This design comes from an exercise in tuning for small area, a short achievable clock period and few clock cycles per item on the open sky130 flow, not from production work. Function was checked by simulation only, so behaviour that the tests miss may differ from the original. No activity file was given, so power comes from the tool's default toggle rates.

the reference run:
==> flow/design.v (excerpt) <==
module xbar_top (
  input  logic                                  clk,
  input  logic                                  rst_n,
  input  logic [4*32-1:0]  start_addr_i,
  input  logic [4*32-1:0]  end_addr_i,
  input  logic [2*(4 + 32)-1:0] aw_i,
  input  logic [2-1:0]               aw_valid_i,
  output logic [2-1:0]               aw_ready_o,
  input  logic [2*(32 + (32 / 8))-1:0] w_i,
  input  logic [2-1:0]               w_valid_i,
  output logic [2-1:0]               w_ready_o,
  input  logic [2*(4 + 32)-1:0] ar_i,
  input  logic [2-1:0]               ar_valid_i,
  output logic [2-1:0]               ar_ready_o,
  output logic [2*(4 + 2)-1:0]    b_o,
  output logic [2-1:0]               b_valid_o,
  input  logic [2-1:0]               b_ready_i,
  output logic [2*(4 + 32 + 2)-1:0]    r_o,
  output logic [2-1:0]               r_valid_o,
  input  logic [2-1:0]               r_ready_i,
  output logic [4*((1 + 4) + 32)-1:0] t_aw_o,
  output logic [4-1:0]               t_aw_valid_o,
  input  logic [4-1:0]               t_aw_ready_i,
  output logic [4*(32 + (32 / 8))-1:0] t_w_o,
  output logic [4-1:0]               t_w_valid_o,
  input  logic [4-1:0]               t_w_ready_i,
  output logic [4*((1 + 4) + 32)-1:0] t_ar_o,
  output logic [4-1:0]               t_ar_valid_o,
  input  logic [4-1:0]               t_ar_ready_i,
  input  logic [4*((1 + 4) + 2)-1:0]    t_b_i,
  input  logic [4-1:0]               t_b_valid_i,
  output logic [4-1:0]               t_b_ready_o,
  input  logic [4*((1 + 4) + 32 + 2)-1:0]    t_r_i,
  input  logic [4-1:0]               t_r_valid_i,
  output logic [4-1:0]               t_r_ready_o
);
For scale: ~4500 cells after synthesis, roughly 1200 I/O pins.
Settings: LEC_CHECK=0, CAP_MARGIN=20, CORE_AREA=5 5 425 425, DIE_AREA=0 0 430 430, SETUP_SLACK_MARGIN=4, SLEW_MARGIN=20; clock period 9.0 ns.
standard.sh (not shown) runs the stock make flow with config.mk's settings and CLKGATE_MAP_FILE= SYNTH_SCRIPT=/design/flow/synth_recipe.tcl, a recipe that flattens the netlist after the stock synthesis.
==> flow/flow/run.sh <==
#!/bin/bash
# The standard layout, with every port buffered by the smallest buffer
# cell instead of the delay buffer buffer_ports picks on its own.
set -euo pipefail
export BUFFER_PORTS_ARGS="-buffer_cell sky130_fd_sc_hd__buf_1"
bash standard.sh finish > standard_flow.log 2>&1
Testbench counts of the reference run, summed over its fixed seeds: cycles 3,045, items 6,400.
Here is what was changed in the inputs of the trial run compared with the reference run.
--- a/flow/design.v
+++ b/flow/design.v
@@ -137,19 +137,20 @@
   for (genvar k = 0; k < NT; k++)
   begin : targ_g
     for (genvar i = 0; i < NI; i++)
     begin : req_g
       assign aw_req[i][k] = aw_sv[i] && aw_hit[i][k] && !wq_full[i] &&
                             (pend_cnt[k] == 2'd0 || pend_own[k] == i);
       assign ar_req[i][k] = ar_sv[i] && ar_hit[i][k];
     end
     assign aw_sel[k] = aw_lock[k] ? aw_last[k] :
-                       (aw_req[0][k] && aw_req[1][k]) ? !aw_last[k] : aw_req[1][k];
+                       (aw_req[0][k] && aw_req[1][k]) ?
+                         ((w_with[0] != w_with[1]) ? w_with[1] : !aw_last[k]) : aw_req[1][k];
     assign ar_sel[k] = ar_lock[k] ? ar_last[k] :
                        (ar_req[0][k] && ar_req[1][k]) ? !ar_last[k] : ar_req[1][k];
     assign t_aw_valid_o[k] = aw_sel[k] ? aw_req[1][k] : aw_req[0][k];
     assign t_ar_valid_o[k] = ar_sel[k] ? ar_req[1][k] : ar_req[0][k];
     assign t_aw_o[k*TA +: TA] = {aw_sel[k], aw_sel[k] ? aw_sp[1] : aw_sp[0]};
     assign t_ar_o[k*TA +: TA] = {ar_sel[k], ar_sel[k] ? ar_sp[1] : ar_sp[0]};
     assign t_w_o[k*WB +: WB] = ((pend_cnt[k] != 2'd0) ? pend_own[k] : aw_sel[k]) ?
                                w_i[WB +: WB] : w_i[0 +: WB];
     assign t_w_valid_o[k]    = (w_valid_i[0] && ((wq_ne[0] && wq0[0] == {1'b0, 2'(k)}) ||
@@ -254,29 +255,31 @@
         eb_id[i] <= aw_sp[i][AW +: IW];
       if (ar_xfer[i] && ar_miss[i])
         er_id[i] <= ar_sp[i][AW +: IW];
     end
   end
   logic [NT:0]   b_gnt [NI];
   logic [NT:0]   r_gnt [NI];
   for (genvar i = 0; i < NI; i++)
   begin : resp_g
-    logic [NT:0] b_req, r_req, b_cand, r_cand, b_pick, r_pick;
+    logic [NT:0] b_req, r_req, r_cand, b_pick, r_pick;
+    logic [NT:0] b_gnt_q;
+    logic        b_lock;
     for (genvar k = 0; k < NT; k++)
     begin : src_g
       assign b_req[k] = t_b_valid_i[k] && (t_b_i[k*TB + TB - 1] == i);
       assign r_req[k] = t_r_valid_i[k] && (t_r_i[k*TR + TR - 1] == i);
     end
     assign b_req[NT] = (eb_st[i] == 2'd2);
     assign r_req[NT] = er_v[i];
-    assign b_cand = b_req & ~(b_gnt[i] & {(NT+1){b_ready_i[i]}});
     assign r_cand = r_req & ~(r_gnt[i] & {(NT+1){r_ready_i[i]}});
-    assign b_pick = b_cand & ~(b_cand - 1'b1);
+    assign b_pick = b_req & ~(b_req - 1'b1);
+    assign b_gnt[i] = b_lock ? b_gnt_q : b_pick;
     assign r_pick = r_cand & ~(r_cand - 1'b1);
     assign b_valid_o[i] = |(b_gnt[i] & b_req);
     assign r_valid_o[i] = |(r_gnt[i] & r_req);
     assign eb_take[i]   = b_gnt[i][NT];
     assign er_take[i]   = r_gnt[i][NT];
     always_comb
     begin
       b_o[i*IB +: IB] = b_gnt[i][NT] ? {eb_id[i], 2'b11} : '0;
       r_o[i*IR +: IR] = r_gnt[i][NT] ? {er_id[i], {32{1'b0}}, 2'b11} : '0;
@@ -286,27 +289,27 @@
           b_o[i*IB +: IB] = b_o[i*IB +: IB] | t_b_i[k*TB +: IB];
         if (r_gnt[i][k])
           r_o[i*IR +: IR] = r_o[i*IR +: IR] | t_r_i[k*TR +: IR];
       end
     end
     always_ff @(posedge clk)
     begin
       if (!rst_n)
       begin
-        b_gnt[i] <= '0;
+        b_lock   <= 1'b0;
         r_gnt[i] <= '0;
       end
       else
       begin
-        if (!(b_valid_o[i] && !b_ready_i[i]) && |b_cand)
-          b_gnt[i] <= b_pick;
+        b_lock <= b_valid_o[i] && !b_ready_i[i];
         if (!(r_valid_o[i] && !r_ready_i[i]) && |r_cand)
           r_gnt[i] <= r_pick;
       end
+      b_gnt_q <= b_gnt[i];
     end
   end
   for (genvar k = 0; k < NT; k++)
   begin : tresp_g
-    assign t_b_ready_o[k] = b_gnt[t_b_i[k*TB + TB - 1]][k] && b_ready_i[t_b_i[k*TB + TB - 1]];
+    assign t_b_ready_o[k] = (b_gnt[0][k] && b_ready_i[0]) || (b_gnt[1][k] && b_ready_i[1]);
     assign t_r_ready_o[k] = r_gnt[t_r_i[k*TR + TR - 1]][k] && r_ready_i[t_r_i[k*TR + TR - 1]];
   end
 endmodule
Findings:
Summary of the trial run over the reference run: final-layout clock-cell area share went down, met1 global-route usage went down, via count of the first global-routing pass did not really move, number of buffer and inverter instances along the worst setup path went down. Lower proportion of cell area occupied by multi-input gates among the reference run and the trial run: the trial run. Critical path depth in cells is lower on the trial run. [compare] base=the reference run new=the trial run: global-route total usage across every layer now sits lower, hold path depth was more or less identical, design area up about 7%, fraction of final layout cells with drive strength greater than 1 went up by 6.6 points, clock network fraction of design power decreased 4.7 points. Sequential cell area (higher): the trial run. The starting utilization of the core area was comparable across the reference run and the trial run. The trial run vs the reference run — non-clock buffer count climbed by a little under 10%.
Testbench counts of the trial run, summed over its fixed seeds: cycles 3,001, items 6,400.

[static timing again, ports no longer ideal]
In the flow no input, the clock included, has a driving cell. The finished layouts below were timed again as built, in two steps.
Step 1 assumes that a clkbuf_16 drives the clock port and a buf_2 every other input.
Step 2 moves the port delays by t, midway between the first and last clock arrival at a register: inputs arrive t later, outputs are due t later. That takes back most of the time a late clock gives input paths.
Slacks: no drivers / after step 1 / after step 2; pairs: no drivers / after step 1.
run	t, ns	setup slack, ns	latest minus earliest clock arrival (ns)
the reference run	0.667	3.865 / 3.868 / 3.201	0.020 / 0.020
the trial run	0.696	3.832 / 3.825 / 3.172	0.052 / 0.052
After both steps every run listed still meets setup and hold. For the reference run, which loses most, drivers alone change the setup slack by +0.003 ns; drivers and shift together by -0.664 ns.
